Source: an optimization exercise on an open RTL-to-GDS flow (aim: small area, a short achievable clock period and few clock cycles per item). Production flows keep margins and buffers that such runs may drop.
The RTL was checked by simulation tests, not by an equivalence proof against the original design.

--- flow/config.mk ---
export PLATFORM = sky130hd
export DESIGN_NAME = oxygen_cell_calibrate_and_mod
export DESIGN_NICKNAME = oxygen_cell_calibrate_and_mod
export VERILOG_FILES = /design/flow/design.v
export SDC_FILE = /design/flow/constraint.sdc
export NUM_CORES = 4
export LEC_CHECK = 0
export CAP_MARGIN = 20
export CORE_MARGIN = 2
export CORE_UTILIZATION = 60
export SETUP_SLACK_MARGIN = 1.5
export SLEW_MARGIN = 20
--- flow/constraint.sdc ---
create_clock -name core_clock -period 6.0 [get_ports {clk}]
set_input_delay 1.2000 -clock core_clock [delete_from_list [all_inputs] [get_ports {clk}]]
set_output_delay 1.2000 -clock core_clock [all_outputs]
set_load 0.01 [all_outputs]
--- flow/design.v ---
`timescale 1ns / 1ps
`default_nettype none
package ocm_pkg;
    localparam int SAMPLE_W    = 16;
    localparam int CFG_W       = 8;
    localparam int CFG_IDX_W   = 2;
    localparam int O2_W        = 10;
    localparam int DEPTH_W     = 15;
    localparam int ACC_W       = 20;
    localparam int REF_W       = ACC_W - 1;
    localparam int PROD_W      = CFG_W + SAMPLE_W - 1;
    localparam logic OP_MEAS = 1'b0;
    localparam logic OP_CAL  = 1'b1;
    typedef enum logic [CFG_IDX_W-1:0] {
        REG_AIR_O2       = 2'd0,
        REG_LIMIT_NORMAL = 2'd1,
        REG_LIMIT_TECH   = 2'd2
    } cfg_reg_t;
    localparam logic [CFG_W-1:0] AIR_O2_RESET       = 8'd209;
    localparam logic [CFG_W-1:0] LIMIT_NORMAL_RESET = 8'd140;
    localparam logic [CFG_W-1:0] LIMIT_TECH_RESET   = 8'd160;
    localparam int O2_MIN       = 10;
    localparam int O2_MAX       = 1000;
    localparam int MOD_SCALE    = 1000;
    localparam int DEPTH_OFFSET = 100;
    localparam int DEPTH_MAX    = 32767;
endpackage
`default_nettype wire
`timescale 1ns / 1ps
`default_nettype none
module ocm_div #(
    parameter int WIDTH = 8,
    parameter int ARCH  = 0
) (
    input  logic [WIDTH-1:0] a,
    input  logic [WIDTH-1:0] b,
    output logic [WIDTH-1:0] diff,
    output logic             ge
);
    localparam int LG = (WIDTH > 1) ? $clog2(WIDTH) : 1;
    logic [WIDTH-1:0] pp, gg;
    logic [WIDTH-1:0] p, g;
    assign pp = a ^ ~b;
    assign gg = a & ~b;
    always_comb
    begin
        p = pp;
        g = gg;
        g[0] = gg[0] | pp[0];
        if (ARCH == 0)
        begin
            for (int i = 1; i <= LG; i = i + 1)
                for (int j = 2**i - 1; j < WIDTH; j = j + 2**i)
                begin
                    g[j] = g[j] | (p[j] & g[j - 2**(i-1)]);
                    p[j] = p[j] & p[j - 2**(i-1)];
                end
            for (int i = LG; i > 0; i = i - 1)
                for (int j = 2**i + 2**(i-1) - 1; j < WIDTH; j = j + 2**i)
                begin
                    g[j] = g[j] | (p[j] & g[j - 2**(i-1)]);
                    p[j] = p[j] & p[j - 2**(i-1)];
                end
        end
        else if (ARCH == 1)
        begin
            for (int j = WIDTH - 1; j >= 1; j = j - 1)
                if (j % 2 == 1)
                begin
                    g[j] = g[j] | (p[j] & g[j - 1]);
                    p[j] = p[j] & p[j - 1];
                end
            for (int i = 1; i < LG; i = i + 1)
                for (int j = WIDTH - 1; j >= 2**i; j = j - 1)
                    if (j % 2 == 1)
                    begin
                        g[j] = g[j] | (p[j] & g[j - 2**i]);
                        p[j] = p[j] & p[j - 2**i];
                    end
            for (int j = WIDTH - 1; j >= 2; j = j - 1)
                if (j % 2 == 0)
                begin
                    g[j] = g[j] | (p[j] & g[j - 1]);
                    p[j] = p[j] & p[j - 1];
                end
        end
        else
        begin
            for (int i = 0; i < LG; i = i + 1)
                for (int j = WIDTH - 1; j >= 2**i; j = j - 1)
                begin
                    g[j] = g[j] | (p[j] & g[j - 2**i]);
                    p[j] = p[j] & p[j - 2**i];
                end
        end
    end
    assign diff = pp ^ {g[WIDTH-2:0], 1'b1};
    assign ge   = g[WIDTH-1];
endmodule
`default_nettype wire
`timescale 1ns / 1ps
`default_nettype none
import ocm_pkg::*;
module oxygen_cell_calibrate_and_mod #(
    parameter int CAL_SAMPLES = 10
) (
    input  logic                                  clk,
    input  logic                                  rst_n,
    input  logic                                  in_valid,
    output logic                                  in_stall,
    input  logic                                  opcode,
    input  logic signed [ocm_pkg::SAMPLE_W-1:0]   sample,
    output logic                                  out_valid,
    input  logic                                  out_stall,
    output logic [ocm_pkg::O2_W-1:0]              o2_tenths,
    output logic [ocm_pkg::DEPTH_W-1:0]           depth_normal_tenths,
    output logic [ocm_pkg::DEPTH_W-1:0]           depth_tech_tenths,
    output logic                                  calibration_done,
    output logic                                  not_calibrated,
    input  logic                                  cfg_valid,
    output logic                                  cfg_ready,
    input  logic [ocm_pkg::CFG_IDX_W-1:0]         cfg_index,
    input  logic [ocm_pkg::CFG_W-1:0]             cfg_data
);
    logic [7:0]  air_reg;
    logic [14:0] ln_reg, lt_reg;
    logic [19:0] acc_reg;
    logic [3:0]  cnt_reg;
    logic [18:0] ref_reg;
    logic [20:0] ref3_reg;
    logic [7:0]  lnr_reg, ltr_reg;
    logic        ref_ok_reg;
    logic        en, accept, cal_stall;
    logic [19:0] cal_sum;
    logic        cal_pos;
    logic v_s1, cal_s1, last_s1;
    logic [15:0] smp_s1;
    logic v_s2;
    logic [0:0] cal_s2;
    logic [0:0] nc_s2;
    logic [0:0] x_s2;
    logic [18:0] pl_s2;
    logic [18:0] ph_s2;
    logic v_s3;
    logic [0:0] cal_s3;
    logic [0:0] nc_s3;
    logic [0:0] x_s3;
    logic [25:0] p5_s3;
    logic v_s4;
    logic [0:0] cal_s4;
    logic [0:0] nc_s4;
    logic [0:0] x_s4;
    logic [0:0] ovf_s4;
    logic [18:0] rem_s4;
    logic [6:0] nl_s4;
    logic [1:0] q_s4;
    logic v_s5;
    logic [0:0] cal_s5;
    logic [0:0] nc_s5;
    logic [0:0] x_s5;
    logic [0:0] ovf_s5;
    logic [18:0] rem_s5;
    logic [4:0] nl_s5;
    logic [3:0] q_s5;
    logic v_s6;
    logic [0:0] cal_s6;
    logic [0:0] nc_s6;
    logic [0:0] x_s6;
    logic [0:0] ovf_s6;
    logic [18:0] rem_s6;
    logic [2:0] nl_s6;
    logic [5:0] q_s6;
    logic v_s7;
    logic [0:0] cal_s7;
    logic [0:0] nc_s7;
    logic [0:0] x_s7;
    logic [0:0] ovf_s7;
    logic [18:0] rem_s7;
    logic [0:0] nl_s7;
    logic [7:0] q_s7;
    logic v_s8;
    logic [0:0] cal_s8;
    logic [0:0] nc_s8;
    logic [0:0] x_s8;
    logic [0:0] ovf_s8;
    logic [18:0] rem_s8;
    logic [9:0] q_s8;
    logic v_s9;
    logic [0:0] cal_s9;
    logic [0:0] nc_s9;
    logic [0:0] x_s9;
    logic [9:0] o2_s9;
    logic [4:0] rn_s9;
    logic [4:0] rt_s9;
    logic [1:0] qn_s9;
    logic [1:0] qt_s9;
    logic v_s10;
    logic [0:0] cal_s10;
    logic [0:0] nc_s10;
    logic [0:0] x_s10;
    logic [9:0] o2_s10;
    logic [6:0] rn_s10;
    logic [6:0] rt_s10;
    logic [3:0] qn_s10;
    logic [3:0] qt_s10;
    logic v_s11;
    logic [0:0] cal_s11;
    logic [0:0] nc_s11;
    logic [0:0] x_s11;
    logic [9:0] o2_s11;
    logic [8:0] rn_s11;
    logic [8:0] rt_s11;
    logic [5:0] qn_s11;
    logic [5:0] qt_s11;
    logic v_s12;
    logic [0:0] cal_s12;
    logic [0:0] nc_s12;
    logic [0:0] x_s12;
    logic [9:0] o2_s12;
    logic [9:0] rn_s12;
    logic [9:0] rt_s12;
    logic [7:0] qn_s12;
    logic [7:0] qt_s12;
    logic v_s13;
    logic [0:0] cal_s13;
    logic [0:0] nc_s13;
    logic [0:0] x_s13;
    logic [9:0] o2_s13;
    logic [9:0] rn_s13;
    logic [9:0] rt_s13;
    logic [9:0] qn_s13;
    logic [9:0] qt_s13;
    logic v_s14;
    logic [0:0] cal_s14;
    logic [0:0] nc_s14;
    logic [0:0] x_s14;
    logic [9:0] o2_s14;
    logic [9:0] rn_s14;
    logic [9:0] rt_s14;
    logic [11:0] qn_s14;
    logic [11:0] qt_s14;
    logic v_s15;
    logic [0:0] cal_s15;
    logic [0:0] nc_s15;
    logic [0:0] x_s15;
    logic [9:0] o2_s15;
    logic [9:0] rn_s15;
    logic [9:0] rt_s15;
    logic [13:0] qn_s15;
    logic [13:0] qt_s15;
    logic v_s16;
    logic [9:0] o2_s16;
    logic [14:0] dn_s16;
    logic [14:0] dt_s16;
    logic [0:0] done_s16;
    logic [0:0] nc_s16;
    logic [19:0] sum_1;
    assign sum_1 = acc_reg + {{4{smp_s1[15]}}, smp_s1};
    logic [0:0] pos_2;
    assign pos_2 = !sum_1[19] && (sum_1 != 20'd0);
    logic [0:0] nc_3;
    assign nc_3 = (cal_s1 && last_s1) ? !pos_2 : !ref_ok_reg;
    logic [0:0] x_4;
    assign x_4 = cal_s1 ? last_s1 : (smp_s1[15] || (smp_s1 == 16'd0));
    assign cal_sum = sum_1;
    assign cal_pos = pos_2;
    logic [14:0] s15_5;
    assign s15_5 = smp_s1[14:0];
    logic [18:0] pl_6;
    assign pl_6 = 19'(s15_5) * 19'(air_reg[3:0]);
    logic [18:0] ph_7;
    assign ph_7 = 19'(s15_5) * 19'(air_reg[7:4]);
    logic [25:0] p5_8;
    assign p5_8 = 26'(pl_s2) + 26'({pl_s2, 2'd0}) + 26'({ph_s2, 4'd0}) + 26'({ph_s2, 6'd0});
    logic [0:0] ovf_9;
    assign ovf_9 = ({2'b00, p5_s3[25:9]} >= ref_reg);
    logic [16:0] rem_10;
    assign rem_10 = p5_s3[25:9];
    logic [8:0] nl_11;
    assign nl_11 = p5_s3[8:0];
    logic [18:0] tr_12;
    assign tr_12 = {rem_10, nl_11[8], nl_11[7]};
    logic [20:0] df_13;
    logic [0:0] ge_14;
    ocm_div #(.WIDTH(21), .ARCH(0)) u_df_13 (.a(21'(tr_12)), .b(21'(ref_reg)), .diff(df_13), .ge(ge_14));
    logic [20:0] df_15;
    logic [0:0] ge_16;
    ocm_div #(.WIDTH(21), .ARCH(0)) u_df_15 (.a(21'(tr_12)), .b(21'({ref_reg, 1'b0})), .diff(df_15), .ge(ge_16));
    logic [20:0] df_17;
    logic [0:0] ge_18;
    ocm_div #(.WIDTH(21), .ARCH(0)) u_df_17 (.a(21'(tr_12)), .b(21'(ref3_reg)), .diff(df_17), .ge(ge_18));
    logic [18:0] rem_19;
    assign rem_19 = ge_18 ? df_17[18:0] : ge_16 ? df_15[18:0] : ge_14 ? df_13[18:0] : tr_12[18:0];
    logic [1:0] q_20;
    assign q_20 = {ge_16, (ge_18 || (ge_14 && !ge_16))};
    logic [6:0] nl_21;
    assign nl_21 = nl_11[6:0];
    logic [20:0] tr_22;
    assign tr_22 = {rem_s4, nl_s4[6], nl_s4[5]};
    logic [20:0] df_23;
    logic [0:0] ge_24;
    ocm_div #(.WIDTH(21), .ARCH(0)) u_df_23 (.a(21'(tr_22)), .b(21'(ref_reg)), .diff(df_23), .ge(ge_24));
    logic [20:0] df_25;
    logic [0:0] ge_26;
    ocm_div #(.WIDTH(21), .ARCH(0)) u_df_25 (.a(21'(tr_22)), .b(21'({ref_reg, 1'b0})), .diff(df_25), .ge(ge_26));
    logic [20:0] df_27;
    logic [0:0] ge_28;
    ocm_div #(.WIDTH(21), .ARCH(0)) u_df_27 (.a(21'(tr_22)), .b(21'(ref3_reg)), .diff(df_27), .ge(ge_28));
    logic [18:0] rem_29;
    assign rem_29 = ge_28 ? df_27[18:0] : ge_26 ? df_25[18:0] : ge_24 ? df_23[18:0] : tr_22[18:0];
    logic [3:0] q_30;
    assign q_30 = {q_s4, ge_26, (ge_28 || (ge_24 && !ge_26))};
    logic [4:0] nl_31;
    assign nl_31 = nl_s4[4:0];
    logic [20:0] tr_32;
    assign tr_32 = {rem_s5, nl_s5[4], nl_s5[3]};
    logic [20:0] df_33;
    logic [0:0] ge_34;
    ocm_div #(.WIDTH(21), .ARCH(0)) u_df_33 (.a(21'(tr_32)), .b(21'(ref_reg)), .diff(df_33), .ge(ge_34));
    logic [20:0] df_35;
    logic [0:0] ge_36;
    ocm_div #(.WIDTH(21), .ARCH(0)) u_df_35 (.a(21'(tr_32)), .b(21'({ref_reg, 1'b0})), .diff(df_35), .ge(ge_36));
    logic [20:0] df_37;
    logic [0:0] ge_38;
    ocm_div #(.WIDTH(21), .ARCH(0)) u_df_37 (.a(21'(tr_32)), .b(21'(ref3_reg)), .diff(df_37), .ge(ge_38));
    logic [18:0] rem_39;
    assign rem_39 = ge_38 ? df_37[18:0] : ge_36 ? df_35[18:0] : ge_34 ? df_33[18:0] : tr_32[18:0];
    logic [5:0] q_40;
    assign q_40 = {q_s5, ge_36, (ge_38 || (ge_34 && !ge_36))};
    logic [2:0] nl_41;
    assign nl_41 = nl_s5[2:0];
    logic [20:0] tr_42;
    assign tr_42 = {rem_s6, nl_s6[2], nl_s6[1]};
    logic [20:0] df_43;
    logic [0:0] ge_44;
    ocm_div #(.WIDTH(21), .ARCH(0)) u_df_43 (.a(21'(tr_42)), .b(21'(ref_reg)), .diff(df_43), .ge(ge_44));
    logic [20:0] df_45;
    logic [0:0] ge_46;
    ocm_div #(.WIDTH(21), .ARCH(0)) u_df_45 (.a(21'(tr_42)), .b(21'({ref_reg, 1'b0})), .diff(df_45), .ge(ge_46));
    logic [20:0] df_47;
    logic [0:0] ge_48;
    ocm_div #(.WIDTH(21), .ARCH(0)) u_df_47 (.a(21'(tr_42)), .b(21'(ref3_reg)), .diff(df_47), .ge(ge_48));
    logic [18:0] rem_49;
    assign rem_49 = ge_48 ? df_47[18:0] : ge_46 ? df_45[18:0] : ge_44 ? df_43[18:0] : tr_42[18:0];
    logic [7:0] q_50;
    assign q_50 = {q_s6, ge_46, (ge_48 || (ge_44 && !ge_46))};
    logic [0:0] nl_51;
    assign nl_51 = nl_s6[0:0];
    logic [20:0] tr_52;
    assign tr_52 = {rem_s7, nl_s7[0], 1'b0};
    logic [20:0] df_53;
    logic [0:0] ge_54;
    ocm_div #(.WIDTH(21), .ARCH(0)) u_df_53 (.a(21'(tr_52)), .b(21'(ref_reg)), .diff(df_53), .ge(ge_54));
    logic [20:0] df_55;
    logic [0:0] ge_56;
    ocm_div #(.WIDTH(21), .ARCH(0)) u_df_55 (.a(21'(tr_52)), .b(21'({ref_reg, 1'b0})), .diff(df_55), .ge(ge_56));
    logic [20:0] df_57;
    logic [0:0] ge_58;
    ocm_div #(.WIDTH(21), .ARCH(0)) u_df_57 (.a(21'(tr_52)), .b(21'(ref3_reg)), .diff(df_57), .ge(ge_58));
    logic [18:0] rem_59;
    assign rem_59 = ge_58 ? df_57[18:0] : ge_56 ? df_55[18:0] : ge_54 ? df_53[18:0] : tr_52[18:0];
    logic [9:0] q_60;
    assign q_60 = {q_s7, ge_56, (ge_58 || (ge_54 && !ge_56))};
    logic [9:0] o2_61;
    assign o2_61 = cal_s8 ? 10'd0 : nc_s8 ? 10'd1000 : x_s8 ? 10'd10 : ovf_s8 ? 10'd1000 : (q_s8 > 10'd1000) ? 10'd1000 : (q_s8 < 10'd10) ? 10'd10 : q_s8;
    logic [2:0] rn_62;
    assign rn_62 = ln_reg[14:12];
    logic [2:0] rt_63;
    assign rt_63 = lt_reg[14:12];
    logic [3:0] trn_64;
    assign trn_64 = {rn_62, ln_reg[11]};
    logic [9:0] df_65;
    logic [0:0] ge_66;
    ocm_div #(.WIDTH(10), .ARCH(0)) u_df_65 (.a(10'(trn_64)), .b(10'(o2_61)), .diff(df_65), .ge(ge_66));
    logic [3:0] remn_67;
    assign remn_67 = ge_66 ? df_65[3:0] : trn_64[3:0];
    logic [0:0] qn_68;
    assign qn_68 = ge_66;
    logic [3:0] trt_69;
    assign trt_69 = {rt_63, lt_reg[11]};
    logic [9:0] df_70;
    logic [0:0] ge_71;
    ocm_div #(.WIDTH(10), .ARCH(0)) u_df_70 (.a(10'(trt_69)), .b(10'(o2_61)), .diff(df_70), .ge(ge_71));
    logic [3:0] remt_72;
    assign remt_72 = ge_71 ? df_70[3:0] : trt_69[3:0];
    logic [0:0] qt_73;
    assign qt_73 = ge_71;
    logic [4:0] trn_74;
    assign trn_74 = {remn_67, ln_reg[10]};
    logic [9:0] df_75;
    logic [0:0] ge_76;
    ocm_div #(.WIDTH(10), .ARCH(0)) u_df_75 (.a(10'(trn_74)), .b(10'(o2_61)), .diff(df_75), .ge(ge_76));
    logic [4:0] remn_77;
    assign remn_77 = ge_76 ? df_75[4:0] : trn_74[4:0];
    logic [1:0] qn_78;
    assign qn_78 = {qn_68, ge_76};
    logic [4:0] trt_79;
    assign trt_79 = {remt_72, lt_reg[10]};
    logic [9:0] df_80;
    logic [0:0] ge_81;
    ocm_div #(.WIDTH(10), .ARCH(0)) u_df_80 (.a(10'(trt_79)), .b(10'(o2_61)), .diff(df_80), .ge(ge_81));
    logic [4:0] remt_82;
    assign remt_82 = ge_81 ? df_80[4:0] : trt_79[4:0];
    logic [1:0] qt_83;
    assign qt_83 = {qt_73, ge_81};
    logic [5:0] trn_84;
    assign trn_84 = {rn_s9, ln_reg[9]};
    logic [9:0] df_85;
    logic [0:0] ge_86;
    ocm_div #(.WIDTH(10), .ARCH(0)) u_df_85 (.a(10'(trn_84)), .b(10'(o2_s9)), .diff(df_85), .ge(ge_86));
    logic [5:0] remn_87;
    assign remn_87 = ge_86 ? df_85[5:0] : trn_84[5:0];
    logic [2:0] qn_88;
    assign qn_88 = {qn_s9, ge_86};
    logic [5:0] trt_89;
    assign trt_89 = {rt_s9, lt_reg[9]};
    logic [9:0] df_90;
    logic [0:0] ge_91;
    ocm_div #(.WIDTH(10), .ARCH(0)) u_df_90 (.a(10'(trt_89)), .b(10'(o2_s9)), .diff(df_90), .ge(ge_91));
    logic [5:0] remt_92;
    assign remt_92 = ge_91 ? df_90[5:0] : trt_89[5:0];
    logic [2:0] qt_93;
    assign qt_93 = {qt_s9, ge_91};
    logic [6:0] trn_94;
    assign trn_94 = {remn_87, ln_reg[8]};
    logic [9:0] df_95;
    logic [0:0] ge_96;
    ocm_div #(.WIDTH(10), .ARCH(0)) u_df_95 (.a(10'(trn_94)), .b(10'(o2_s9)), .diff(df_95), .ge(ge_96));
    logic [6:0] remn_97;
    assign remn_97 = ge_96 ? df_95[6:0] : trn_94[6:0];
    logic [3:0] qn_98;
    assign qn_98 = {qn_88, ge_96};
    logic [6:0] trt_99;
    assign trt_99 = {remt_92, lt_reg[8]};
    logic [9:0] df_100;
    logic [0:0] ge_101;
    ocm_div #(.WIDTH(10), .ARCH(0)) u_df_100 (.a(10'(trt_99)), .b(10'(o2_s9)), .diff(df_100), .ge(ge_101));
    logic [6:0] remt_102;
    assign remt_102 = ge_101 ? df_100[6:0] : trt_99[6:0];
    logic [3:0] qt_103;
    assign qt_103 = {qt_93, ge_101};
    logic [7:0] trn_104;
    assign trn_104 = {rn_s10, ln_reg[7]};
    logic [9:0] df_105;
    logic [0:0] ge_106;
    ocm_div #(.WIDTH(10), .ARCH(0)) u_df_105 (.a(10'(trn_104)), .b(10'(o2_s10)), .diff(df_105), .ge(ge_106));
    logic [7:0] remn_107;
    assign remn_107 = ge_106 ? df_105[7:0] : trn_104[7:0];
    logic [4:0] qn_108;
    assign qn_108 = {qn_s10, ge_106};
    logic [7:0] trt_109;
    assign trt_109 = {rt_s10, lt_reg[7]};
    logic [9:0] df_110;
    logic [0:0] ge_111;
    ocm_div #(.WIDTH(10), .ARCH(0)) u_df_110 (.a(10'(trt_109)), .b(10'(o2_s10)), .diff(df_110), .ge(ge_111));
    logic [7:0] remt_112;
    assign remt_112 = ge_111 ? df_110[7:0] : trt_109[7:0];
    logic [4:0] qt_113;
    assign qt_113 = {qt_s10, ge_111};
    logic [8:0] trn_114;
    assign trn_114 = {remn_107, ln_reg[6]};
    logic [9:0] df_115;
    logic [0:0] ge_116;
    ocm_div #(.WIDTH(10), .ARCH(0)) u_df_115 (.a(10'(trn_114)), .b(10'(o2_s10)), .diff(df_115), .ge(ge_116));
    logic [8:0] remn_117;
    assign remn_117 = ge_116 ? df_115[8:0] : trn_114[8:0];
    logic [5:0] qn_118;
    assign qn_118 = {qn_108, ge_116};
    logic [8:0] trt_119;
    assign trt_119 = {remt_112, lt_reg[6]};
    logic [9:0] df_120;
    logic [0:0] ge_121;
    ocm_div #(.WIDTH(10), .ARCH(0)) u_df_120 (.a(10'(trt_119)), .b(10'(o2_s10)), .diff(df_120), .ge(ge_121));
    logic [8:0] remt_122;
    assign remt_122 = ge_121 ? df_120[8:0] : trt_119[8:0];
    logic [5:0] qt_123;
    assign qt_123 = {qt_113, ge_121};
    logic [9:0] trn_124;
    assign trn_124 = {rn_s11, ln_reg[5]};
    logic [9:0] df_125;
    logic [0:0] ge_126;
    ocm_div #(.WIDTH(10), .ARCH(0)) u_df_125 (.a(10'(trn_124)), .b(10'(o2_s11)), .diff(df_125), .ge(ge_126));
    logic [9:0] remn_127;
    assign remn_127 = ge_126 ? df_125[9:0] : trn_124[9:0];
    logic [6:0] qn_128;
    assign qn_128 = {qn_s11, ge_126};
    logic [9:0] trt_129;
    assign trt_129 = {rt_s11, lt_reg[5]};
    logic [9:0] df_130;
    logic [0:0] ge_131;
    ocm_div #(.WIDTH(10), .ARCH(0)) u_df_130 (.a(10'(trt_129)), .b(10'(o2_s11)), .diff(df_130), .ge(ge_131));
    logic [9:0] remt_132;
    assign remt_132 = ge_131 ? df_130[9:0] : trt_129[9:0];
    logic [6:0] qt_133;
    assign qt_133 = {qt_s11, ge_131};
    logic [10:0] trn_134;
    assign trn_134 = {remn_127, ln_reg[4]};
    logic [10:0] df_135;
    logic [0:0] ge_136;
    ocm_div #(.WIDTH(11), .ARCH(0)) u_df_135 (.a(11'(trn_134)), .b(11'(o2_s11)), .diff(df_135), .ge(ge_136));
    logic [9:0] remn_137;
    assign remn_137 = ge_136 ? df_135[9:0] : trn_134[9:0];
    logic [7:0] qn_138;
    assign qn_138 = {qn_128, ge_136};
    logic [10:0] trt_139;
    assign trt_139 = {remt_132, lt_reg[4]};
    logic [10:0] df_140;
    logic [0:0] ge_141;
    ocm_div #(.WIDTH(11), .ARCH(0)) u_df_140 (.a(11'(trt_139)), .b(11'(o2_s11)), .diff(df_140), .ge(ge_141));
    logic [9:0] remt_142;
    assign remt_142 = ge_141 ? df_140[9:0] : trt_139[9:0];
    logic [7:0] qt_143;
    assign qt_143 = {qt_133, ge_141};
    logic [10:0] trn_144;
    assign trn_144 = {rn_s12, ln_reg[3]};
    logic [10:0] df_145;
    logic [0:0] ge_146;
    ocm_div #(.WIDTH(11), .ARCH(0)) u_df_145 (.a(11'(trn_144)), .b(11'(o2_s12)), .diff(df_145), .ge(ge_146));
    logic [9:0] remn_147;
    assign remn_147 = ge_146 ? df_145[9:0] : trn_144[9:0];
    logic [8:0] qn_148;
    assign qn_148 = {qn_s12, ge_146};
    logic [10:0] trt_149;
    assign trt_149 = {rt_s12, lt_reg[3]};
    logic [10:0] df_150;
    logic [0:0] ge_151;
    ocm_div #(.WIDTH(11), .ARCH(0)) u_df_150 (.a(11'(trt_149)), .b(11'(o2_s12)), .diff(df_150), .ge(ge_151));
    logic [9:0] remt_152;
    assign remt_152 = ge_151 ? df_150[9:0] : trt_149[9:0];
    logic [8:0] qt_153;
    assign qt_153 = {qt_s12, ge_151};
    logic [10:0] trn_154;
    assign trn_154 = {remn_147, ln_reg[2]};
    logic [10:0] df_155;
    logic [0:0] ge_156;
    ocm_div #(.WIDTH(11), .ARCH(0)) u_df_155 (.a(11'(trn_154)), .b(11'(o2_s12)), .diff(df_155), .ge(ge_156));
    logic [9:0] remn_157;
    assign remn_157 = ge_156 ? df_155[9:0] : trn_154[9:0];
    logic [9:0] qn_158;
    assign qn_158 = {qn_148, ge_156};
    logic [10:0] trt_159;
    assign trt_159 = {remt_152, lt_reg[2]};
    logic [10:0] df_160;
    logic [0:0] ge_161;
    ocm_div #(.WIDTH(11), .ARCH(0)) u_df_160 (.a(11'(trt_159)), .b(11'(o2_s12)), .diff(df_160), .ge(ge_161));
    logic [9:0] remt_162;
    assign remt_162 = ge_161 ? df_160[9:0] : trt_159[9:0];
    logic [9:0] qt_163;
    assign qt_163 = {qt_153, ge_161};
    logic [10:0] trn_164;
    assign trn_164 = {rn_s13, ln_reg[1]};
    logic [10:0] df_165;
    logic [0:0] ge_166;
    ocm_div #(.WIDTH(11), .ARCH(0)) u_df_165 (.a(11'(trn_164)), .b(11'(o2_s13)), .diff(df_165), .ge(ge_166));
    logic [9:0] remn_167;
    assign remn_167 = ge_166 ? df_165[9:0] : trn_164[9:0];
    logic [10:0] qn_168;
    assign qn_168 = {qn_s13, ge_166};
    logic [10:0] trt_169;
    assign trt_169 = {rt_s13, lt_reg[1]};
    logic [10:0] df_170;
    logic [0:0] ge_171;
    ocm_div #(.WIDTH(11), .ARCH(0)) u_df_170 (.a(11'(trt_169)), .b(11'(o2_s13)), .diff(df_170), .ge(ge_171));
    logic [9:0] remt_172;
    assign remt_172 = ge_171 ? df_170[9:0] : trt_169[9:0];
    logic [10:0] qt_173;
    assign qt_173 = {qt_s13, ge_171};
    logic [10:0] trn_174;
    assign trn_174 = {remn_167, ln_reg[0]};
    logic [10:0] df_175;
    logic [0:0] ge_176;
    ocm_div #(.WIDTH(11), .ARCH(0)) u_df_175 (.a(11'(trn_174)), .b(11'(o2_s13)), .diff(df_175), .ge(ge_176));
    logic [9:0] remn_177;
    assign remn_177 = ge_176 ? df_175[9:0] : trn_174[9:0];
    logic [11:0] qn_178;
    assign qn_178 = {qn_168, ge_176};
    logic [10:0] trt_179;
    assign trt_179 = {remt_172, lt_reg[0]};
    logic [10:0] df_180;
    logic [0:0] ge_181;
    ocm_div #(.WIDTH(11), .ARCH(0)) u_df_180 (.a(11'(trt_179)), .b(11'(o2_s13)), .diff(df_180), .ge(ge_181));
    logic [9:0] remt_182;
    assign remt_182 = ge_181 ? df_180[9:0] : trt_179[9:0];
    logic [11:0] qt_183;
    assign qt_183 = {qt_173, ge_181};
    logic [10:0] trn_184;
    assign trn_184 = {rn_s14, 1'b0};
    logic [10:0] df_185;
    logic [0:0] ge_186;
    ocm_div #(.WIDTH(11), .ARCH(0)) u_df_185 (.a(11'(trn_184)), .b(11'(o2_s14)), .diff(df_185), .ge(ge_186));
    logic [9:0] remn_187;
    assign remn_187 = ge_186 ? df_185[9:0] : trn_184[9:0];
    logic [12:0] qn_188;
    assign qn_188 = {qn_s14, ge_186};
    logic [10:0] trt_189;
    assign trt_189 = {rt_s14, 1'b0};
    logic [10:0] df_190;
    logic [0:0] ge_191;
    ocm_div #(.WIDTH(11), .ARCH(0)) u_df_190 (.a(11'(trt_189)), .b(11'(o2_s14)), .diff(df_190), .ge(ge_191));
    logic [9:0] remt_192;
    assign remt_192 = ge_191 ? df_190[9:0] : trt_189[9:0];
    logic [12:0] qt_193;
    assign qt_193 = {qt_s14, ge_191};
    logic [10:0] trn_194;
    assign trn_194 = {remn_187, 1'b0};
    logic [10:0] df_195;
    logic [0:0] ge_196;
    ocm_div #(.WIDTH(11), .ARCH(0)) u_df_195 (.a(11'(trn_194)), .b(11'(o2_s14)), .diff(df_195), .ge(ge_196));
    logic [9:0] remn_197;
    assign remn_197 = ge_196 ? df_195[9:0] : trn_194[9:0];
    logic [13:0] qn_198;
    assign qn_198 = {qn_188, ge_196};
    logic [10:0] trt_199;
    assign trt_199 = {remt_192, 1'b0};
    logic [10:0] df_200;
    logic [0:0] ge_201;
    ocm_div #(.WIDTH(11), .ARCH(0)) u_df_200 (.a(11'(trt_199)), .b(11'(o2_s14)), .diff(df_200), .ge(ge_201));
    logic [9:0] remt_202;
    assign remt_202 = ge_201 ? df_200[9:0] : trt_199[9:0];
    logic [13:0] qt_203;
    assign qt_203 = {qt_193, ge_201};
    logic [10:0] trn_204;
    assign trn_204 = {rn_s15, 1'b0};
    logic [10:0] df_205;
    logic [0:0] ge_206;
    ocm_div #(.WIDTH(11), .ARCH(0)) u_df_205 (.a(11'(trn_204)), .b(11'(o2_s15)), .diff(df_205), .ge(ge_206));
    logic [9:0] remn_207;
    assign remn_207 = ge_206 ? df_205[9:0] : trn_204[9:0];
    logic [14:0] qn_208;
    assign qn_208 = {qn_s15, ge_206};
    logic [10:0] trt_209;
    assign trt_209 = {rt_s15, 1'b0};
    logic [10:0] df_210;
    logic [0:0] ge_211;
    ocm_div #(.WIDTH(11), .ARCH(0)) u_df_210 (.a(11'(trt_209)), .b(11'(o2_s15)), .diff(df_210), .ge(ge_211));
    logic [9:0] remt_212;
    assign remt_212 = ge_211 ? df_210[9:0] : trt_209[9:0];
    logic [14:0] qt_213;
    assign qt_213 = {qt_s15, ge_211};
    logic [14:0] depn_214;
    assign depn_214 = (cal_s15 || (qn_208 < 15'd100)) ? 15'd0 : (qn_208 - 15'd100);
    logic [14:0] dept_215;
    assign dept_215 = (cal_s15 || (qt_213 < 15'd100)) ? 15'd0 : (qt_213 - 15'd100);
    logic [0:0] done_216;
    assign done_216 = cal_s15 && x_s15;
    assign en        = !(v_s16 && out_stall);
    assign cal_stall = (cnt_reg == 4'd9) && ((v_s1 && !cal_s1) || (v_s2 && !cal_s2) || (v_s3 && !cal_s3) || (v_s4 && !cal_s4) || (v_s5 && !cal_s5) || (v_s6 && !cal_s6) || (v_s7 && !cal_s7));
    assign in_stall  = !en || cal_stall;
    assign accept    = in_valid && !in_stall;
    always_ff @(posedge clk or negedge rst_n)
    begin
        if (!rst_n)
        begin
            air_reg    <= 8'd209;
            ln_reg     <= 15'd17500;
            lt_reg     <= 15'd20000;
            acc_reg    <= '0;
            cnt_reg    <= '0;
            ref_reg    <= '0;
            ref_ok_reg <= 1'b0;
            v_s1       <= 1'b0;
            v_s2 <= 1'b0;
            v_s3 <= 1'b0;
            v_s4 <= 1'b0;
            v_s5 <= 1'b0;
            v_s6 <= 1'b0;
            v_s7 <= 1'b0;
            v_s8 <= 1'b0;
            v_s9 <= 1'b0;
            v_s10 <= 1'b0;
            v_s11 <= 1'b0;
            v_s12 <= 1'b0;
            v_s13 <= 1'b0;
            v_s14 <= 1'b0;
            v_s15 <= 1'b0;
            v_s16 <= 1'b0;
        end
        else
        begin
            if (cfg_valid)
            begin
                case (cfg_index)
                    2'd0: air_reg  <= cfg_data;
                    2'd1: ln_reg   <= {cfg_data, 7'd0} - 15'(cfg_data) - {6'd0, cfg_data, 1'b0};
                    2'd2: lt_reg   <= {cfg_data, 7'd0} - 15'(cfg_data) - {6'd0, cfg_data, 1'b0};
                    default: ;
                endcase
            end
            if (accept && opcode)
                cnt_reg <= (cnt_reg == 4'd9) ? 4'd0 : cnt_reg + 4'd1;
            if (en)
            begin
                v_s1 <= accept;
                v_s2 <= v_s1;
                v_s3 <= v_s2;
                v_s4 <= v_s3;
                v_s5 <= v_s4;
                v_s6 <= v_s5;
                v_s7 <= v_s6;
                v_s8 <= v_s7;
                v_s9 <= v_s8;
                v_s10 <= v_s9;
                v_s11 <= v_s10;
                v_s12 <= v_s11;
                v_s13 <= v_s12;
                v_s14 <= v_s13;
                v_s15 <= v_s14;
                v_s16 <= v_s15;
                if (v_s1 && cal_s1)
                begin
                    if (last_s1)
                    begin
                        ref_reg    <= cal_sum[18:0];
                        ref_ok_reg <= cal_pos;
                        acc_reg    <= '0;
                    end
                    else
                        acc_reg <= cal_sum;
                end
            end
        end
    end
    always_ff @(posedge clk)
    begin
        ref3_reg <= 21'(ref_reg) + {1'b0, ref_reg, 1'b0};
        if (en)
        begin
            cal_s1  <= opcode;
            last_s1 <= (cnt_reg == 4'd9);
            smp_s1  <= sample;
            cal_s2 <= cal_s1;
            nc_s2 <= nc_3;
            x_s2 <= x_4;
            pl_s2 <= pl_6;
            ph_s2 <= ph_7;
            cal_s3 <= cal_s2;
            nc_s3 <= nc_s2;
            x_s3 <= x_s2;
            p5_s3 <= p5_8;
            cal_s4 <= cal_s3;
            nc_s4 <= nc_s3;
            x_s4 <= x_s3;
            ovf_s4 <= ovf_9;
            rem_s4 <= rem_19;
            nl_s4 <= nl_21;
            q_s4 <= q_20;
            cal_s5 <= cal_s4;
            nc_s5 <= nc_s4;
            x_s5 <= x_s4;
            ovf_s5 <= ovf_s4;
            rem_s5 <= rem_29;
            nl_s5 <= nl_31;
            q_s5 <= q_30;
            cal_s6 <= cal_s5;
            nc_s6 <= nc_s5;
            x_s6 <= x_s5;
            ovf_s6 <= ovf_s5;
            rem_s6 <= rem_39;
            nl_s6 <= nl_41;
            q_s6 <= q_40;
            cal_s7 <= cal_s6;
            nc_s7 <= nc_s6;
            x_s7 <= x_s6;
            ovf_s7 <= ovf_s6;
            rem_s7 <= rem_49;
            nl_s7 <= nl_51;
            q_s7 <= q_50;
            cal_s8 <= cal_s7;
            nc_s8 <= nc_s7;
            x_s8 <= x_s7;
            ovf_s8 <= ovf_s7;
            rem_s8 <= rem_59;
            q_s8 <= q_60;
            cal_s9 <= cal_s8;
            nc_s9 <= nc_s8;
            x_s9 <= x_s8;
            o2_s9 <= o2_61;
            rn_s9 <= remn_77;
            rt_s9 <= remt_82;
            qn_s9 <= qn_78;
            qt_s9 <= qt_83;
            cal_s10 <= cal_s9;
            nc_s10 <= nc_s9;
            x_s10 <= x_s9;
            o2_s10 <= o2_s9;
            rn_s10 <= remn_97;
            rt_s10 <= remt_102;
            qn_s10 <= qn_98;
            qt_s10 <= qt_103;
            cal_s11 <= cal_s10;
            nc_s11 <= nc_s10;
            x_s11 <= x_s10;
            o2_s11 <= o2_s10;
            rn_s11 <= remn_117;
            rt_s11 <= remt_122;
            qn_s11 <= qn_118;
            qt_s11 <= qt_123;
            cal_s12 <= cal_s11;
            nc_s12 <= nc_s11;
            x_s12 <= x_s11;
            o2_s12 <= o2_s11;
            rn_s12 <= remn_137;
            rt_s12 <= remt_142;
            qn_s12 <= qn_138;
            qt_s12 <= qt_143;
            cal_s13 <= cal_s12;
            nc_s13 <= nc_s12;
            x_s13 <= x_s12;
            o2_s13 <= o2_s12;
            rn_s13 <= remn_157;
            rt_s13 <= remt_162;
            qn_s13 <= qn_158;
            qt_s13 <= qt_163;
            cal_s14 <= cal_s13;
            nc_s14 <= nc_s13;
            x_s14 <= x_s13;
            o2_s14 <= o2_s13;
            rn_s14 <= remn_177;
            rt_s14 <= remt_182;
            qn_s14 <= qn_178;
            qt_s14 <= qt_183;
            cal_s15 <= cal_s14;
            nc_s15 <= nc_s14;
            x_s15 <= x_s14;
            o2_s15 <= o2_s14;
            rn_s15 <= remn_197;
            rt_s15 <= remt_202;
            qn_s15 <= qn_198;
            qt_s15 <= qt_203;
            o2_s16 <= o2_s15;
            dn_s16 <= depn_214;
            dt_s16 <= dept_215;
            done_s16 <= done_216;
            nc_s16 <= nc_s15;
        end
    end
    assign cfg_ready           = 1'b1;
    assign out_valid           = v_s16;
    assign o2_tenths           = o2_s16;
    assign depth_normal_tenths = dn_s16;
    assign depth_tech_tenths   = dt_s16;
    assign calibration_done    = done_s16;
    assign not_calibrated      = nc_s16;
endmodule
`default_nettype wire
--- flow/run.sh ---
#!/bin/bash
# synth_recipe.tcl (not shown) runs the flow's synth.tcl, then flattens the netlist and writes it again
# the make line also repeats each setting of config.mk as NAME=value (left out here)
make -C /OpenROAD-flow-scripts/flow DESIGN_CONFIG=/design/flow/config.mk WORK_HOME=/design/flow/orfs CLKGATE_MAP_FILE= SYNTH_SCRIPT=/design/flow/synth_recipe.tcl finish
==> results of run 1 <==
[worst paths after layout]
check | start | to | slack (ns) | depth (start not counted)
setup / recovery | o2_s10[0] | rt_s11[3] | 1.33 | 22
hold / removal | q_s4[1] | q_s5[3] | 0.41 | 0
setup reg to reg | o2_s10[0] | rt_s11[3] | 1.33 | 22
hold reg to reg | q_s4[1] | q_s5[3] | 0.41 | 0
max in group asynchronous | rst_n | ref_reg[8] | 4.24 | 2
min in group asynchronous | rst_n | v_s14 | 0.58 | 1
[stage by stage]
stage                     hold WS (ns)  setup WS [ns]
final                           0.4100          1.332
after global routing            0.4169          1.171
after CTS                       0.4036          1.346
after detailed placement        0.4045         0.8537
after global placement          0.4005          1.027
after floorplan                 0.4003          1.399
[worst max-delay path: stages, from the launching register on]
cell and delay (ns):
edfxtp_1 0.37, buf_6 0.12, ha_4 0.12, inv_2 0.03
fa_2 0.33, a21o_1 0.18, a21oi_2 0.21, o21bai_1 0.10
a21o_1 0.18, a21o_1 0.21, a21oi_2 0.19, nor3_4 0.09
mux2_4 0.36, ha_4 0.21, a21o_1 0.16, a21o_1 0.21
a21o_1 0.19, a21o_1 0.17, a21o_1 0.21, a21oi_4 0.20
buf_6 0.13, o22ai_4 0.10, mux2_4 0.34
[repair_timing]
item | CTS | global route
setup buffers | 129 | 71
gates resized for setup | 195 | 159
cloned | 8 | 2
setup endpoints to repair | 120 | 148
pin swaps | 103 | 131
[final cells by class]
| type | count | area (um2) | share of cell area [%] |
|---|---|---|---|
| Clock buffer | 100 | 2235 | 3.591 |
| Clock inverter | 56 | 593.1 | 0.9530 |
| Inverter | 375 | 1436 | 2.308 |
| Multi-Input combinational cell | 3578 | 32760 | 52.63 |
| Sequential cell | 716 | 20830 | 33.47 |
| Tap cell | 1165 | 1458 | 2.342 |
| Timing Repair Buffer | 334 | 2927 | 4.703 |
[per-layer routing]
metal / GRT usage, % / vias up / routed length (um)
met2: 47.80 / 661 / 63660
met1: 36.11 / 18280 / 55540
met4: 7.625 / 0 / 3720
met5: 0 / - / 0
li1: - / 17960 / -
met3: 3.350 / 218 / 4167
[placed cells by master (no fill, tap or decap), types with 70 or more instances in the layout]
cell type | synthesis | routed
buf_4 | 7 | 214
clkbuf_16 | 0 | 86
xnor2_1 | 161 | 161
edfxtp_1 | 597 | 597
fa_1 | 304 | 276
nor3_1 | 75 | 70
nor2_1 | 269 | 267
xor2_1 | 144 | 144
a21o_1 | 158 | 158
mux2_4 | 0 | 94
ha_1 | 661 | 634
mux2_2 | 192 | 98
o21ai_0 | 179 | 159
dfrtp_1 | 83 | 81
clkdlybuf4s50_1 | 0 | 74
a21oi_1 | 270 | 235
nand2_1 | 335 | 333
inv_1 | 374 | 346
[cell families (layout without fill, tap and decap cells)]
logic type	Yosys count	in the layout	share of synthesized area [%]
simple gates	1038	1038	9.048
compound gates	1034	1036	12.51
fa+ha+maj	965	965	26.63
flops	716	716	38.61
buf+inv	478	865	3.474
xor+xnor	305	305	4.954
mux	233	233	4.771
other cells	1	1	0.006955
==> summary.txt, run 1 <==
Worst EP arrival=5.08 ns; Overflow after GRT=0; Synth async-reset ratio=13.69%; clk buf depth=3; Final ANT Viol Nets=0; fin nets=6086; synthesis-stage register bit count=716; syn avg cell area=11.30 um2; Critical Path RT=6.42 ns; hold buffer count at cts=0; CTS root buf=clkbuf_16; initial antenna violation count=1; DRT iter0 DRCs=2251; clk sinks=716; GP Congestion=0.8583; vias in the first global route=36950; Via Count=37120; Seq/Total Area, Yosys=38.61%; Slew headroom=33.38%; maximum number of pins on one net before global-route repair=178; fin. max-slew vios=0; Max Cap Violations=0; synthesis-to-finish area growth=15.42%; Placed Area=0.05639 mm2; # rows=109; H-tree levels=3; Syn Nets=5767; TNS Setup=0 ns; WL/cell=20.10 um; period utilisation layout=77.80%; crit-path max FO=4; critical path class=register to register; Worst Tran Pin Value=0.9993 ns; RSZ-0062 raised after global routing=true; core area=0.08878 mm2; FMAX=214.2 MHz; Final Core Density=70.09%; final cell count without fillers=6324; DRT Wirelength=127.1 mm; CP Capture Type=register; Synth Instances=4770; Post-Route Skew=0.02500 ns; first-pass GRT wire length=201.5 mm; routed vias/inst=5.870; cell taking the most area after synthesis=edfxtp_1; IO Port Bufs=75; Largest register FFs=26; Setup-failing EPs final=0; # fillers=6548; clock-pin slew on the worst setup and hold paths=0.06 ns; Synth top area share=33.25%; DR pass1 iterations=5; Die Width=303.8 um; number of flops mapped to enable cells by yosys=597; critical path launch point type=register; Hold WC Path Type=register to register; ant diodes=0; clock latency on the worst-skew pair=0.67 ns; count of final hold-check violations=0; share of cells above drive strength 1=16.38%; initial core utilization=60.73%; TritonCTS buffer count=84; cell area after synthesis=0.05392 mm2; status=complete, no violations; Final min period=4.668 ns; post-route cell area=0.06223 mm2; most frequent cell after synthesis=ha_1; Inst Count DP=5958; Ports=77; TritonCTS clock tree=yes; synth warn=4; synth cell count leaders=ha_1 (661), edfxtp_1 (597), inv_1 (374); die extent in y=303.8 um; die area=0.09228 mm2; DPL Wire Length=93.48 mm; top cells by area, synth=edfxtp_1 (33%), ha_1 (15%), fa_1 (11%), mux2_2 (4.0%), dfrtp_1 (3.9%); Total Routing Usage GR=27.38%; Yosys cell types=85; DRC viols=0; prevailing post-synth register cell=edfxtp_1
Testbench counts, summed over its fixed seeds: cycles 1,408, items 1,280.
==> run 2, diff against run 1 <==
--- a/flow/config.mk
+++ b/flow/config.mk
@@ -9,4 +9,5 @@
 export CORE_MARGIN = 2
 export CORE_UTILIZATION = 60
+export PLACE_DENSITY = 0.75
 export SETUP_SLACK_MARGIN = 1.5
 export SLEW_MARGIN = 20
==> run 2 against run 1 <==
  * Register-to-register slack got worse by 0.18 ns
  * Sequential share of layout area decreased by 0.25 points
  * Routed wire length grew 9.1%
  * Die area stayed put
  * Synthesized cell count did not move
  * Cell area rose by 0.75%
  * Count of clock-buffer cells in the layout grew 8
  * Non-clock buffer count rose by 63
  * Still clean on timing, DRC and antenna
  * Utilization grew 0.53 points
  * Worst setup slack got worse by 0.18 ns
==> summary.txt, run 2 <==
count of final hold-check violations=0 (unchanged); WL/cell=21.72 um (was 20.10 um); clock-pin slew on the worst setup and hold paths=0.07 ns (was 0.06 ns); Synth top area share=33.25% (unchanged); hold buffer count at cts=0 (unchanged); Die Width=303.8 um (unchanged); mux share of post-synthesis cell area=4.771% (unchanged); final setup margin=1.150 ns (was 1.332 ns); initial antenna violation count=2 (was 1); synthesis-stage register bit count=716 (unchanged); die area=0.09228 mm2 (unchanged); critical path launch point type=register (unchanged); pre-CTS WS=0.9225 ns (was 0.8537 ns); DRT iter0 DRCs=2966 (was 2251); DRT Wirelength=138.7 mm (was 127.1 mm); first-pass GRT wire length=211.8 mm (was 201.5 mm); cell area after synthesis=0.05392 mm2 (unchanged); post-route cell area=0.06270 mm2 (was 0.06223 mm2); r2r startpoint=ln_reg[7] (was o2_s10[0]); Worst Tran Pin Value=1.149 ns (was 0.9993 ns); simple-gate share of the synthesized area=9.048% (unchanged); Compound-Gate Fraction of Synth Area=12.51% (unchanged); R2R cell count=27 (was 22); status=complete, no violations (unchanged); Slew headroom=23.43% (was 33.38%); FMAX=206.2 MHz (was 214.2 MHz); critical path class=register to register (unchanged); synthesis-to-finish area growth=16.28% (was 15.42%); CTS root buf=clkbuf_16 (unchanged); Worst EP arrival=5.25 ns (was 5.08 ns); post-synthesis adder-cell area fraction=26.63% (unchanged); Hold Path Sink=q_s7[6] (was q_s5[3]); Final Core Density=70.62% (was 70.09%); Max Cap Violations=0 (unchanged); hold_ws=0.3771 ns (was 0.4100 ns); synth warn=4 (unchanged); H-tree levels=3 (unchanged); prevailing post-synth register cell=edfxtp_1 (unchanged); Via Count=39060 (was 37120); IO Port Bufs=75 (unchanged); Overflow after GRT=0 (unchanged); vias in the first global route=39780 (was 36950); maximum number of pins on one net before global-route repair=198 (was 178); synth cell count leaders=ha_1 (661), edfxtp_1 (597), inv_1 (374) (unchanged); r2r setup slk=1.15 ns (was 1.33 ns); GR Util met1=34.50% (was 36.11%); Hold WC Path Type=register to register (unchanged); Setup-failing EPs final=0 (unchanged); top cells by area, synth=edfxtp_1 (33%), ha_1 (15%), fa_1 (11%), mux2_2 (4.0%), dfrtp_1 (3.9%) (unchanged); Largest register FFs=26 (unchanged); Total Routing Usage GR=28.91% (was 27.38%); Final min period=4.850 ns (was 4.668 ns); TNS Setup=0 ns (unchanged); commonest non-fill, non-tap cell in the layout=ha_1 (unchanged); period utilisation layout=80.84% (was 77.80%); cell taking the most area after synthesis=edfxtp_1 (unchanged); routed vias/inst=6.119 (was 5.870); core area=0.08878 mm2 (unchanged); share of cells above drive strength 1=17.67% (was 16.38%); GP Congestion=0.8975 (was 0.8583); Placed Area=0.05643 mm2 (was 0.05639 mm2); Syn Nets=5767 (unchanged); clk sinks=716 (unchanged); TritonCTS clock tree=yes (unchanged); Post-Route Skew=0.04419 ns (was 0.02500 ns); initial core utilization=60.73% (unchanged); # rows=109 (unchanged); Synth async-reset ratio=13.69% (unchanged); commonest non-fill, non-tap cells in the layout=ha_1 (634), edfxtp_1 (597), inv_1 (339) (was ha_1 (634), edfxtp_1 (597), inv_1 (346)); DRC viols=0 (unchanged); Synth Instances=4770 (unchanged); Hold Startpoint=q_s6[4] (was q_s4[1]); most frequent cell after synthesis=ha_1 (unchanged); Critical Path RT=6.40 ns (was 6.42 ns); crit-path max FO=5 (was 4); largest family of logic cells by synthesized area=adder cells (unchanged); TritonCTS buffer count=81 (was 84); Synth Area in XOR/XNOR=4.954% (unchanged); DR pass1 iterations=6 (was 5); Ports=77 (unchanged); Seq/Total Area, Yosys=38.61% (unchanged); fin nets=6146 (was 6086); M3 GR Usage=3.419% (was 3.350%); RSZ-0062 raised after global routing=true (unchanged); clock latency on the worst-skew pair=0.67 ns (about the same); die extent in y=303.8 um (unchanged); Final ANT Viol Nets=0 (unchanged); clk buf depth=3 (unchanged); R2R Path End=rn_s11[7] (was rt_s11[3]); DPL Wire Length=95.12 mm (was 93.48 mm); GRT busiest layer=met2 (unchanged); hold path depth=0 (unchanged); CP Capture Type=register (unchanged); M2 GR Usage=52.31% (was 47.80%); number of flops mapped to enable cells by yosys=597 (unchanged); fin. max-slew vios=0 (unchanged); Yosys cell types=85 (unchanged); syn avg cell area=11.30 um2 (unchanged)
==> run 2: cell counts after synthesis <==
Identical to the previous run, type by type.
==> run 2: kinds of logic (layout without fill, tap and decap cells) <==
kind of cell             count (synthesis)  in the layout
AO/OA/AOI/OAI                         1034           1036
adder cells (fa/ha/maj)                965            965
XOR/XNOR                               305            305
flip-flops                             716            716
AND/OR/NAND/NOR                       1038           1038
buffers and inverters                  478            923
multiplexers                           233            233
other                                    1              3
==> run 2: worst max path at each step <==
stage	startpoint	end	slack [ns]	cells after the start
final	ln_reg[7]	rn_s11[7]	1.15	27
after global routing	o2_s10[0]	rn_s11[7]	1.03	21
after CTS	lt_reg[1]	rt_s14[2]	1.29	22
after detailed placement	o2_s14[0]	rn_s15[9]	0.92	20
after global placement	o2_s14[0]	rn_s15[9]	0.98	20
after floorplan	o2_s14[0]	rn_s15[9]	1.40	20
==> run 2: critical path, cell delays in order, from the launching register on <==
cell     delay [ns]
dfrtp_1        0.36
inv_2          0.06
buf_4          0.13
buf_4          0.12
buf_4          0.13
buf_4          0.13
buf_4          0.13
buf_4          0.13
buf_4          0.13
buf_4          0.13
buf_4          0.12
buf_4          0.13
buf_4          0.13
buf_4          0.12
buf_4          0.12
buf_4          0.12
buf_4          0.12
mux2_4         0.28
fa_2           0.34
inv_2          0.08
a21o_1         0.14
a21o_1         0.18
a21o_1         0.16
a21o_1         0.15
a21o_1         0.19
a21oi_4        0.11
o22ai_4        0.27
mux2_4         0.35
==> run 2: timing repair <==
action                     CTS  global route
pin swaps                  133           119
gates cloned                 9             0
setup buffers              170            87
setup endpoints to repair  124           140
resized for setup          257           131
hold endpoints to repair     0             0
==> run 2: cell type report <==
| cell class | count | area [um2] |
|---|---|---|
| inverter | 375 | 1448 |
| fill | 6004 | 26090 |
| multi-input combinational | 3578 | 32850 |
| sequential | 716 | 20830 |
| clock buffer | 108 | 2240 |
| antenna | 2 | 5.005 |
| tap | 1165 | 1458 |
| timing repair buffer | 397 | 3393 |
| clock inverter | 43 | 474.2 |
==> run 2: per-layer routing <==
layer / vias to the layer above / wire [um]
met1: 19260 / 53410
met4: 0 / 7620
li1: 18050 / -
met2: 1306 / 71060
met5: - / 0
met3: 442 / 6602
==> run 2: metrics by stage <==
stage               cells
global placement     5965
detailed placement   5965
CTS                  6295
finish               6384
global route         6383
floorplan            4770
==> run 3, diff against run 2 <==
--- a/flow/config.mk
+++ b/flow/config.mk
@@ -9,5 +9,5 @@
 export CORE_MARGIN = 2
 export CORE_UTILIZATION = 60
-export PLACE_DENSITY = 0.75
 export SETUP_SLACK_MARGIN = 1.5
 export SLEW_MARGIN = 20
+export TNS_END_PERCENT = 20
==> run 3 against run 2 <==
  * Synthesized cell count unchanged
  * Global-route usage down 1.2 points
  * Synthesized area unchanged
  * Still clean on timing, DRC and antenna
  * Critical endpoint is now rn_s15[9]
  * Sequential share of layout area up 0.80 points
  * Worst setup slack better by 0.056 ns
  * Register-to-register slack better by 0.06 ns
  * Utilization down 1.7 points
  * Cell area down 2.4%
  * Critical path depth down 4
==> summary.txt, run 3 <==
status=complete, no violations (unchanged); Ports=77 (unchanged); post-synthesis adder-cell area fraction=26.63% (unchanged); synth cell count leaders=ha_1 (661), edfxtp_1 (597), inv_1 (374) (unchanged); Final ANT Viol Nets=0 (unchanged); Total Routing Usage GR=27.75% (was 28.91%); clock-pin slew on the worst setup and hold paths=0.06 ns (was 0.07 ns); count of final hold-check violations=0 (unchanged); clock latency on the worst-skew pair=0.68 ns (was 0.67 ns); Max Cap Violations=0 (unchanged); largest family of logic cells by synthesized area=adder cells (unchanged); DRC viols=0 (unchanged); Worst Tran Pin Value=1.103 ns (was 1.149 ns); initial antenna violation count=3 (was 2); die extent in y=303.8 um (unchanged); fin nets=6048 (was 6146); M3 GR Usage=4.011% (was 3.419%); FMAX=208.6 MHz (was 206.2 MHz); M2 GR Usage=47.75% (was 52.31%); r2r startpoint=o2_s14[1] (was ln_reg[7]); vias in the first global route=36690 (was 39780); DPL Wire Length=94.90 mm (was 95.12 mm); Yosys cell types=85 (unchanged); commonest non-fill, non-tap cells in the layout=ha_1 (648), edfxtp_1 (597), inv_1 (362) (was ha_1 (634), edfxtp_1 (597), inv_1 (339)); final cell count without fillers=6286 (was 6384); maximum number of pins on one net before global-route repair=171 (was 198); synthesis-to-finish area growth=13.50% (was 16.28%); Overflow after GRT=0 (unchanged); Hold Startpoint=q_s7[7] (was q_s6[4]); RSZ-0062 raised after global routing=true (unchanged); Largest register FFs=26 (unchanged); cell taking the most area after synthesis=edfxtp_1 (unchanged); share of cells above drive strength 1=14.32% (was 17.67%); CP Capture Type=register (unchanged); Synth async-reset ratio=13.69% (unchanged); first-pass GRT wire length=202.3 mm (was 211.8 mm); DRT iter0 DRCs=2411 (was 2966); Worst EP arrival=5.21 ns (was 5.25 ns); commonest non-fill, non-tap cell in the layout=ha_1 (unchanged); GRT busiest layer=met2 (unchanged); fin. max-slew vios=0 (unchanged); cell area after synthesis=0.05392 mm2 (unchanged); mux share of post-synthesis cell area=4.771% (unchanged); Synth Area in XOR/XNOR=4.954% (unchanged); IO Port Bufs=75 (unchanged); GP Congestion=0.8713 (was 0.8975); TritonCTS buffer count=82 (was 81); synthesis-stage register bit count=716 (unchanged); Setup-failing EPs final=0 (unchanged); critical path launch point type=register (unchanged); Hold WC Path Type=register to register (unchanged); period utilisation layout=79.91% (was 80.84%); number of flops mapped to enable cells by yosys=597 (unchanged); syn avg cell area=11.30 um2 (unchanged); core area=0.08878 mm2 (unchanged); CTS root buf=clkbuf_16 (unchanged); Critical Path RT=6.41 ns (was 6.40 ns); Synth Instances=4770 (unchanged); most frequent cell after synthesis=ha_1 (unchanged); Seq/Total Area, Yosys=38.61% (unchanged); top cells by area, synth=edfxtp_1 (33%), ha_1 (15%), fa_1 (11%), mux2_2 (4.0%), dfrtp_1 (3.9%) (unchanged); DRT Wirelength=128.9 mm (was 138.7 mm); Multi-input gate area=0.03210 mm2 (was 0.03285 mm2); TritonCTS clock tree=yes (unchanged); Synth top area share=33.25% (unchanged); H-tree levels=3 (unchanged); DR pass1 iterations=5 (was 6); critical path class=register to register (unchanged); simple-gate share of the synthesized area=9.048% (unchanged); TNS Setup=0 ns (unchanged); crit path from=o2_s14[1] (was ln_reg[7]); Final min period=4.794 ns (was 4.850 ns); Inst Count DP=5963 (was 5965); Sequential Area=0.02082 mm2 (was 0.02083 mm2); clk sinks=716 (unchanged); routed vias/inst=5.869 (was 6.119); die area=0.09228 mm2 (unchanged); Via Count=36890 (was 39060); clk buf depth=3 (unchanged); synth warn=4 (unchanged); Slew headroom=26.48% (was 23.43%); initial core utilization=60.73% (unchanged); GR Util met1=35.77% (was 34.50%); Post-Route Skew=0.03703 ns (was 0.04419 ns); Compound-Gate Fraction of Synth Area=12.51% (unchanged); Die Width=303.8 um (unchanged); WL/cell=20.50 um (was 21.72 um); # rows=109 (unchanged); crit-path max FO=6 (was 5); # fillers=6521 (was 6004); Syn Nets=5767 (unchanged); hold buffer count at cts=0 (unchanged); prevailing post-synth register cell=edfxtp_1 (unchanged)
run 3: changes by cell type in the layout (fill, tap and decap cells not counted), moves of 10 or more:
| cell | before | now |
|---|---|---|
| ha_1 | 634 | 648 |
| buf_6 | 42 | 27 |
| inv_1 | 339 | 362 |
| inv_2 | 25 | 7 |
| mux2_4 | 93 | 36 |
| buf_4 | 275 | 189 |
| a21oi_2 | 32 | 22 |
| a21oi_1 | 233 | 245 |
| ha_4 | 25 | 9 |
| mux2_2 | 99 | 156 |
run 3: metal layers:
metal | share of wire (%) | up-vias | routed length, um
li1 | - | 17910 | -
met1 | 43 | 17970 | 55390
met2 | 49 | 748 | 63610
met3 | 4.1 | 260 | 5252
met4 | 3.6 | 6 | 4577
met5 | 0.023 | - | 30
run 3: stage by stage:
step,cell area (um2),setup slack [ns],hold slack (ns),utilization (%)
CTS,60150,1.152,0.4020,67.75
floorplan,53970,1.237,0.4003,-
finish,61200,1.206,0.3945,68.93
global route,61190,1.069,0.4197,68.93
global placement,56200,0.9010,0.4006,63.30
detailed placement,56200,0.7636,0.4045,63.30
run 3: cell type report:
type / instances / area share [%]
clock buffer: 95 / 3.535
clock inverter: 58 / 1.112
tap: 1165 / 2.382
inverter: 375 / 2.335
sequential: 716 / 34.02
multi-input combinational: 3580 / 52.45
antenna: 1 / 0.004089
timing repair buffer: 296 / 4.159
run 3: logic make-up (layout without fill, tap and decap cells):
group / after synthesis / count (layout)
other cells: 1 / 2
buf+inv: 478 / 824
fa+ha+maj: 965 / 965
mux: 233 / 233
flops: 716 / 716
compound gates: 1034 / 1038
xor+xnor: 305 / 305
simple gates: 1038 / 1038
run 3: final timing paths:
check                      cells after the start         end  slack (ns)
max in group asynchronous                      2  ref_reg[0]        4.12
min in group asynchronous                      1  air_reg[2]        0.60
setup / recovery                              23   rn_s15[9]        1.21
setup reg to reg                              23   rn_s15[9]        1.21
hold / removal                                 0     q_s8[9]        0.39
hold reg to reg                                0     q_s8[9]        0.39
run 3: critical path, stage by stage (launching register included):
cell and delay (ns):
edfxtp_1 0.39, inv_2 0.07, buf_6 0.12, fa_2 0.35
a21o_1 0.16, a21o_1 0.17, a21oi_2 0.16, o21ai_2 0.09
nand3_2 0.10, a21boi_2 0.08, nor3_4 0.22, buf_6 0.15
mux2_4 0.32, ha_4 0.21, a21o_1 0.15, a21o_1 0.20
a21o_1 0.15, a21o_1 0.21, a21oi_2 0.16, nor2b_2 0.07
buf_6 0.12, a311oi_4 0.37, buf_6 0.21, mux2_4 0.31
run 3: what timing repair did:
action                                  CTS  global route
pin swaps                                49            75
gates resized for setup                  96           124
endpoints found under the setup margin  131           141
setup buffers                            88            68
endpoints found under the hold margin     0             0
cloned                                    6             6
==> run 4, diff against run 3 <==
--- a/flow/config.mk
+++ b/flow/config.mk
@@ -11,3 +11,3 @@
 export SETUP_SLACK_MARGIN = 1.5
 export SLEW_MARGIN = 20
-export TNS_END_PERCENT = 20
+export TNS_END_PERCENT = 50
==> run 4 against run 3 <==
  * Flip-flop and latch count did not move
  * Synthesized cell count did not move
  * Global-route usage increased by 0.15 points
  * Clock skew down 0.0019 ns
  * Routed wire length rose by 0.82%
  * Die area is the same
  * Highest routed layer unchanged
  * Utilization rose by 0.76 points
  * Register-to-register slack better by 0.06 ns
==> summary.txt, run 4 <==
RSZ-0062 raised after global routing=true (unchanged); Critical Path RT=6.41 ns (about the same); synth warn=4 (unchanged); M2 GR Usage=48.15% (was 47.75%); Overflow after GRT=0 (unchanged); top cells by area, synth=edfxtp_1 (33%), ha_1 (15%), fa_1 (11%), mux2_2 (4.0%), dfrtp_1 (3.9%) (unchanged); Crit path top cell by count=a21o_1 (unchanged); r2r startpoint=o2_s14[0] (was o2_s14[1]); clk sinks=716 (unchanged); CP top delay family=compound AO/OA/AOI/OAI gates (unchanged); Sequential Area=0.02083 mm2 (was 0.02082 mm2); DRT Wirelength=129.9 mm (was 128.9 mm); crit-path max FO=6 (unchanged); clk buf depth=3 (unchanged); CP endpoint=rn_s15[9] (unchanged); Total Routing Usage GR=27.90% (was 27.75%); Placed Area=0.05620 mm2 (unchanged); slowest CP cell=edfxtp_1 (unchanged); Final Core Density=69.69% (was 68.93%); TNS Setup=0 ns (unchanged); Multi-input gate area=0.03238 mm2 (was 0.03210 mm2); R2R cell count=23 (unchanged); die area=0.09228 mm2 (unchanged); DR pass1 iterations=5 (unchanged); hold_ws=0.3945 ns (about the same); CP bufs+invs=5 (unchanged); Worst Tran Pin Value=1.095 ns (was 1.103 ns); # rows=109 (unchanged); commonest non-fill, non-tap cells in the layout=ha_1 (643), edfxtp_1 (597), inv_1 (354) (was ha_1 (648), edfxtp_1 (597), inv_1 (362)); Die Width=303.8 um (unchanged); period utilisation layout=78.90% (was 79.91%); Syn Nets=5767 (unchanged); Max Cap Violations=0 (unchanged); Synth top area share=33.25% (unchanged); core area=0.08878 mm2 (unchanged); r2r setup slk=1.27 ns (was 1.21 ns); FMAX=211.2 MHz (was 208.6 MHz); # fillers=6427 (was 6521); Hold WC Path Type=register to register (unchanged); M3 GR Usage=3.893% (was 4.011%); vias in the first global route=36870 (was 36690); DRC viols=0 (unchanged); Via Count=37090 (was 36890); status=complete, no violations (unchanged); clock-pin slew on the worst setup and hold paths=0.06 ns (about the same); Post-Route Skew=0.03511 ns (was 0.03703 ns)
## run 4: routing by layer
metal  wire length (um)  part of all wire, %
met2              64220                   49
met1              55700                   43
met4               4705                  3.6
met3               5276                  4.1
met5                 26                0.020
## run 4: cell type report
| cell class | instances | area share (%) |
|---|---|---|
| antenna | 2 | 0.008089 |
| sequential | 716 | 33.66 |
| clock inverter | 58 | 1.100 |
| tap | 1165 | 2.356 |
| clock buffer | 95 | 3.496 |
| inverter | 375 | 2.334 |
| multi-input combinational | 3577 | 52.33 |
| timing repair buffer | 337 | 4.718 |
## run 4: worst min path at each step
| stage | endpoint | cells after the start | slack (ns) | from |
|---|---|---|---|---|
| after global placement | qn_s14[7] | 0 | 0.40 | qn_s13[5] |
| after floorplan | cal_s10 | 0 | 0.40 | cal_s9 |
| after detailed placement | nl_s5[4] | 0 | 0.40 | nl_s4[4] |
| after global routing | cal_s15 | 0 | 0.42 | cal_s14 |
| after CTS | q_s8[9] | 0 | 0.40 | q_s7[7] |
| final | q_s8[9] | 0 | 0.39 | q_s7[7] |
## run 4: metrics by stage
step           cells
2_1_floorplan   4770
3_3_place_gp    5963
3_5_place_dp    5963
4_1_cts         6243
5_1_grt         6323
6_report        6325
## run 4: cells by family (layout without fill, tap and decap cells)
kind of cell	Yosys count	in the layout	synth area share (%)
compound gates	1034	1035	12.51
xor+xnor	305	305	4.954
fa+ha+maj	965	965	26.63
buf+inv	478	865	3.474
flops	716	716	38.61
mux	233	233	4.771
other cells	1	3	0.006955
simple gates	1038	1038	9.048
## run 4: what timing repair did
action	4_1_cts	5_1_grt
gates resized for setup	158	156
endpoints found under the setup margin	131	139
pin swaps	89	84
cloned	9	0
hold buffers	0	0
buffers inserted	118	79

afterwards: timing with drivers on the ports:
No port has a modelled driver above. Below, the same layouts with a new extraction and two added sets of constraints. Step 1, drivers: a clkbuf_16 drives clk and a buf_2 each remaining input, both assumed. Step 2 moves the port delays by t, midway between the first and last clock arrival at a register: inputs arrive t later, outputs are due t later. That takes back most of the time a late clock gives input paths. Three values: ideal ports, drivers, drivers and shift; two values: the first two.
run	shift t [ns]	setup WS [ns]	worst setup path after step 2	worst register clock-pin slew, ns	pins driven straight from the clock port
run 1	0.720	1.332 / 1.332 / 1.332	register to register	0.07 / 0.07	1
run 2	0.719	1.150 / 1.150 / 1.150	register to register	0.07 / 0.07	1
run 3	0.734	1.206 / 1.206 / 1.206	register to register	0.07 / 0.07	1
run 4	0.734	1.266 / 1.266 / 1.266	register to register	0.06 / 0.06	1
After both steps every run listed still meets setup and hold.
